Background: an optimization exercise with open tools, aiming at small area and a short achievable clock period. Do not read the settings as production practice. Only simulation tests tie the RTL to the original design; equivalence was not proved.

## design.v

```verilog
package osm_txq_pkg;
  localparam int unsigned C_BURST_QW   = 16;
  localparam int unsigned C_RDY_MARGIN = 16;
  localparam int unsigned ENTRY_W      = 66;
  localparam int unsigned DBG_PHASE = 16;
  localparam int unsigned DBG_RDY   = 17;
  localparam int unsigned DBG_OVF   = 18;
  localparam int unsigned DBG_TXV   = 30;
  localparam int unsigned DBG_TXR   = 31;
  typedef struct packed {
    logic        rem;
    logic        last;
    logic [63:0] data;
  } txqEntry_t;
endpackage
module osm_txq_ram #(
  parameter int C_AW = 6,
  parameter int C_W  = 66
) (
  input  logic               sys_clk,
  input  logic               wrEn,
  input  logic [C_AW-1:0]    wrAddr,
  input  logic [C_W-1:0]     wrData,
  input  logic [C_AW-1:0]    rdAddr,
  output logic [31:0]        headHi,    
  output logic [C_W-33:0]    nextLo     
);
  localparam int N = 1 << C_AW;
  logic [C_W-1:0] mem [0:N-1];
  logic [N-1:0]   rdSel;
  always_ff @(posedge sys_clk) begin
    if (wrEn) begin
      mem[wrAddr] <= wrData;
    end
  end
  always_comb begin
    for (int i = 0; i < N; i++) begin
      rdSel[i] = (rdAddr == C_AW'(i));
    end
  end
  always_comb begin
    headHi = '0;
    nextLo = '0;
    for (int i = 0; i < N; i++) begin
      headHi = headHi | ({32{rdSel[i]}} & mem[i][63:32]);
      nextLo = nextLo | ({(C_W-32){rdSel[i]}} & {mem[(i+1)%N][C_W-1:64], mem[(i+1)%N][31:0]});
    end
  end
endmodule
module osm_txq (
  input  logic        sys_clk,
  input  logic        sys_rst,
  input  logic [63:0] npi_data,
  input  logic        npi_valid,
  input  logic        npi_last,
  input  logic        npi_rem,
  output logic        npi_rdy,
  output logic [31:0] tx_data,
  output logic        tx_valid,
  output logic        tx_last,
  input  logic        tx_ready,
  input  logic        tx_flush,
  output logic        txq_ovf,
  output logic [31:0] osm_txq2dbg
);
  logic [6:0]  occQ;
  logic [5:0]  wrPtrQ, rdPtrQ;
  logic        phaseQ, headLastQ, headRemQ;
  logic        ovfQ, npiRdyQ, txValidQ, txLastQ;
  logic [31:0] txDataQ;
  logic        full, occ1, wrEn, xfer, headPair, popSel, popEn;
  logic        wrRem;
  logic [31:0] headHi;
  logic [33:0] nextLo;
  logic [6:0]  occNxt;
  logic        phaseNxt, phaseOut;
  logic        hLastNxt, hRemNxt;
  logic [31:0] dataNxt;
  assign full     = occQ[6];
  assign occ1     = (occQ == 7'd1);
  assign wrEn     = npi_valid & ~full & ~tx_flush;
  assign xfer     = txValidQ & tx_ready;
  assign headPair = headLastQ & headRemQ;
  assign popSel   = phaseQ | headPair;
  assign popEn    = xfer & popSel & ~tx_flush;
  assign wrRem    = npi_last & npi_rem;
  osm_txq_ram #(
    .C_AW (6),
    .C_W  (66)
  ) u_ram (
    .sys_clk (sys_clk),
    .wrEn    (wrEn),
    .wrAddr  (wrPtrQ),
    .wrData  ({wrRem, npi_last, npi_data}),
    .rdAddr  (rdPtrQ),
    .headHi  (headHi),
    .nextLo  (nextLo)
  );
  always_comb begin
    if (tx_flush) begin
      occNxt = 7'd0;
    end else if (wrEn & ~popEn) begin
      occNxt = occQ + 7'd1;
    end else if (popEn & ~wrEn) begin
      occNxt = occQ - 7'd1;
    end else begin
      occNxt = occQ;
    end
  end
  assign phaseOut = xfer ? (~phaseQ & ~headPair) : phaseQ;
  assign phaseNxt = phaseOut & ~tx_flush;
  always_comb begin
    if (xfer) begin
      if (popSel) begin
        if (occ1) begin
          dataNxt  = npi_data[31:0];
          hLastNxt = npi_last;
          hRemNxt  = wrRem;
        end else begin
          dataNxt  = nextLo[31:0];
          hLastNxt = nextLo[32];
          hRemNxt  = nextLo[33];
        end
      end else begin
        dataNxt  = headHi;
        hLastNxt = headLastQ;
        hRemNxt  = headRemQ;
      end
    end else begin
      if (~txValidQ) begin
        dataNxt  = npi_data[31:0];
        hLastNxt = npi_last;
        hRemNxt  = wrRem;
      end else begin
        dataNxt  = txDataQ;
        hLastNxt = headLastQ;
        hRemNxt  = headRemQ;
      end
    end
  end
  always_ff @(posedge sys_clk) begin
    txDataQ   <= dataNxt;
    headLastQ <= hLastNxt;
    headRemQ  <= hRemNxt;
  end
  always_ff @(posedge sys_clk or posedge sys_rst) begin
    if (sys_rst) begin
      wrPtrQ   <= 6'd0;
      rdPtrQ   <= 6'd0;
      occQ     <= 7'd0;
      phaseQ   <= 1'b0;
      ovfQ     <= 1'b0;
      npiRdyQ  <= 1'b0;
      txValidQ <= 1'b0;
      txLastQ  <= 1'b0;
    end else begin
      wrPtrQ   <= tx_flush ? 6'd0 : wrPtrQ + 6'(wrEn);
      rdPtrQ   <= tx_flush ? 6'd0 : rdPtrQ + 6'(popEn);
      occQ     <= occNxt;
      phaseQ   <= phaseNxt;
      ovfQ     <= ovfQ | (npi_valid & full & ~tx_flush);
      npiRdyQ  <= (occNxt <= 7'd32);
      txValidQ <= (occNxt != 7'd0);
      txLastQ  <= hLastNxt & (phaseOut | hRemNxt);
    end
  end
  always_comb begin
    osm_txq2dbg      = 32'd0;
    osm_txq2dbg[6:0] = occQ;
    osm_txq2dbg[16]  = phaseQ;
    osm_txq2dbg[17]  = npiRdyQ;
    osm_txq2dbg[18]  = ovfQ;
    osm_txq2dbg[30]  = txValidQ;
    osm_txq2dbg[31]  = tx_ready;
  end
  assign npi_rdy  = npiRdyQ;
  assign tx_data  = txDataQ;
  assign tx_valid = txValidQ;
  assign tx_last  = txLastQ;
  assign txq_ovf  = ovfQ;
endmodule
```

## config.mk

```make
export PLATFORM = sky130hd
export DESIGN_NAME = osm_txq
export DESIGN_NICKNAME = osm_txq
export VERILOG_FILES = /design/flow/design.v
export SDC_FILE = /design/flow/constraint.sdc
export NUM_CORES = 4
export LEC_CHECK = 0
export CAP_MARGIN = 20
export CORE_MARGIN = 2
export CORE_UTILIZATION = 30
export SLEW_MARGIN = 20
export SYNTH_MEMORY_MAX_BITS = 8192
```

## constraint.sdc

```tcl
create_clock -name core_clock -period 5.5 [get_ports {sys_clk}]
set_input_delay 1.1000 -clock core_clock [delete_from_list [all_inputs] [get_ports {sys_clk}]]
set_output_delay 1.1000 -clock core_clock [all_outputs]
set_load 0.01 [all_outputs]
```

## run.sh

```bash
#!/bin/bash
# synth_recipe.tcl (not shown) runs the flow's synth.tcl, then flattens the netlist and writes it again
# the make line also repeats each setting of config.mk as NAME=value (left out here)
make -C /OpenROAD-flow-scripts/flow DESIGN_CONFIG=/design/flow/config.mk WORK_HOME=/design/flow/orfs CLKGATE_MAP_FILE= SYNTH_SCRIPT=/design/flow/synth_recipe.tcl finish
```

==> summary.txt <==
==> Yosys cell counts (5+ instances only) <==
master / count / area [um^2]
edfxtp_1: 4256 / 128000
a22oi_1: 1565 / 11700
buf_2: 284 / 1420
nand4_1: 251 / 1570
nand2_1: 248 / 931
a22o_1: 221 / 1940
a221oi_1: 172 / 1510
nor2_1: 169 / 634
nand3_1: 158 / 791
clkbuf_1: 83 / 312
nor4_1: 77 / 482
and3_1: 75 / 469
buf_4: 71 / 533
a21oi_1: 64 / 320
buf_1: 58 / 218
nor3_1: 53 / 265
or4_1: 40 / 300
a222oi_1: 25 / 250
dfrtp_1: 24 / 601
a211oi_1: 22 / 165
nor2_2: 22 / 138
and4_1: 21 / 184
mux2_2: 21 / 236
a2111oi_0: 20 / 175
a32oi_1: 20 / 175
mux2i_1: 20 / 200
buf_6: 17 / 191
and2_1: 15 / 93.8
nor2b_1: 12 / 75.1
or3_1: 10 / 62.6
inv_1: 8 / 30.0
ha_1: 7 / 87.6
nor3_2: 7 / 70.1
o22ai_1: 7 / 43.8
or2_2: 7 / 43.8
xnor2_1: 7 / 61.3
o21ai_0: 6 / 30.0
and4b_1: 5 / 50.1
nand2b_1: 5 / 31.3
nand4b_1: 5 / 43.8
nor4bb_1: 5 / 50.1
xor2_1: 5 / 43.8
==> report_power, final <==
group / total [uW] / internal, uW / switching (uW)
clock: 28700 / 15900 / 12800
sequential: 36500 / 36100 / 368
combinational: 2530 / 653 / 1870
==> registers in the layout (all words and copies together), names as in the netlist <==
signal     count
txValidQ       1
occQ           7
headRemQ       1
txDataQ       32
npiRdyQ        1
txLastQ        1
rdPtrQ         6
u_ram.mem   4224
phaseQ         1
wrPtrQ         6
ovfQ           1
headLastQ      1
==> worst paths after layout <==
kind / endpoint / cells after the start / startpoint
hold / removal: u_ram.mem[2][46] / 1 / npi_data[46]
setup / recovery: txDataQ[2] / 9 / rdPtrQ[1]
min in group asynchronous: occQ[5] / 3 / sys_rst
setup reg to reg: txDataQ[2] / 9 / rdPtrQ[1]
max in group asynchronous: rdPtrQ[2] / 3 / sys_rst
hold reg to reg: ovfQ / 1 / ovfQ
==> per-stage QoR <==
stage	hold slack, ns	cells
after floorplan	0.524	8275
final	0.490	16200
after CTS	0.467	16100
after detailed placement	0.582	15300
after global routing	0.502	16100
after global placement	0.585	15300
==> worst max-delay path: stages (launching register included) <==
cell	delay (ns)
dfrtp_2	0.66
buf_4	0.32
or4b_1	0.80
nor2_4	0.91
buf_4	0.67
a22oi_1	0.15
nand2_1	0.11
nor3_1	0.08
a41oi_1	0.93
o31a_1	0.27
==> cell type report <==
class / instances / area [um^2] / area share (%)
Sequential cell: 4282 / 128000 / 70.1
Multi-Input combinational cell: 3471 / 25200 / 13.7
Clock buffer: 513 / 11000 / 6.02
Tap cell: 6916 / 8650 / 4.72
Timing Repair Buffer: 651 / 7270 / 3.97
Clock inverter: 274 / 2350 / 1.28
Antenna cell: 72 / 180 / 0.0984
Inverter: 8 / 32.5 / 0.0178
==> per-layer routing <==
layer	share of wire [%]	wire length (um)
met1	31	229000
met2	41	302000
met3	19	140000
met4	8.4	61800
met5	0.042	305
==> cells by family after synthesis <==
logic type                 synth area share (%)
DFF                                        82.7
muxes                                     0.289
xor gates and xnor gates                 0.0677
and+or+nand+nor                            4.27
AOI/OAI and AO/OA                          10.8
adders and majority gates                0.0564
buffers and inverters                      1.75
other                                   0.00242
==> flow_summary.json <==
{
  "status": "timing/DRC/antenna clean",
  "clock.fmax_mhz": 193,
  "pin_count": 139,
  "ant_nets": 0,
  "setup_ws_ns": 0.329,
  "grtUsageTotal_pct": 26.8,
  "worst_slew_pin_slew_ns": 1.36,
  "setup_viol": 0,
  "utilization_pct": 35.5,
  "mostFrequentLayoutCell": "edfxtp_1",
  "gp_congestion": 0.900,
  "syn2layout_area_growth_pct": 18.0,
  "preCtsSetupSlack_ns": 0.622,
  "synth_ff_type": "edfxtp_1",
  "cp_data_arrival_time_ns": 6.05,
  "overflow": 0,
  "cts-root-buf": "clkbuf_16",
  "final.min_clock_period_ns": 5.17,
  "final_max_slew_viol_count": 0,
  "drt-vias-per-instance": 6.58,
  "grt_pass1_wl_um": 936000,
  "fillerInstances": 47300,
  "core-area_mm2": 0.516,
  "cts_tree": "yes",
  "cts_made_buffers": 422,
  "detailed_place_hpwl_um": 389000,
  "powerDensity_mw_per_mm2": 369,
  "row_count": 264,
  "layout.nets": 8914,
  "start_util_pct": 30.1,
  "port_buffers": 118,
  "cts.reportedPaths.clkPinSlew_ns": 0.07,
  "grt_pass1_vias": 95400,
  "cts_setup_buffers": 0,
  "endpoint_kind": "flip-flop",
  "synth_seq_area_share_pct": 82.7,
  "cp-start-kind": "flip-flop",
  "die_area_mm2": 0.523,
  "grtUsageMet3_pct": 10.9,
  "power_uw": 67700,
  "final_area_mm2": 0.183,
  "synth_cells": 8256,
  "clockBufferDepth": 4,
  "synthesis.area_mm2": 0.155,
  "cts_max_level": 5,
  "busiest_layer": "met2",
  "layout_common_cells": "4,256 x edfxtp_1, 1,565 x a22oi_1, 428 x clkbuf_16",
  "period_share_pct": 94.0,
  "hold_buffers": 0,
  "grt_max_degree": 67,
  "drive_above_1_share_pct": 15.2,
  "antenna_found_initial": 75,
  "hold_violations": 0,
  "ir_drop_mv": 0.323,
  "num_vias": 107000,
  "clock_skew_ns": 0.0510,
  "power.leakage_uw": 0.0564,
  "worst-setup-path-type": "reg -> reg",
  "clock_sinks": 4282,
  "drt_iter0_drc": 28900,
  "max_slew_margin_pct": 9.47,
  "rsz0062_at_grt": "false",
  "drc_errors": 0,
  "fin_setup_tns_ns": 0,
  "dr.pass1.iters": 10,
  "grt_use_met1_pct": 33.2,
  "die_x_um": 723,
  "fp.dieH_um": 723,
  "totalWireLength_um": 733000,
  "clkLatencyLatePin_ns": 1.04,
  "min_path_type": "in -> reg",
  "synth_cell_types": 91,
  "placed_area_mm2": 0.169,
  "worstPathRequired_ns": 6.38,
  "cp_max_fo": 29,
  "syn_area_per_cell_um2": 18.8,
  "wl_per_cell_um": 45.3,
  "use_met2_pct": 38.3,
  "reg2reg_slack_ns": 0.33,
  "synth_enable_flop_cells": 4256,
  "async_reset_ff_share_pct": 0.560,
  "cts_resized": 0,
  "drv_cap": 0,
  "yosysWarnings": 2,
  "ys_seq_elements": 4282
}

[static timing again, ports no longer ideal]
How much do the figures lean on ideal ports? The routed layout below was timed once more, with nothing changed but the port constraints.
Step 1 sets driving cells, clkbuf_16 on the clock port and buf_2 on the other inputs (assumed; they add their load-dependent delay and slew).
Step 2, shift: input delay + t, output delay - t, t = (earliest + latest rising clock arrival at the registers) / 2. This alone moves slack from input paths to output paths.
Slacks: ideal / step 1 / step 2; pairs: ideal / step 1.
t (ns): 1.152
slack for setup (ns): 0.329 / 0.329 / 0.329
cell pins on the clock port's net: 1
After both steps setup and hold are still met in this run. The setup slack of this run moves by 0.000 ns with the drivers and by 0.000 ns with both steps.
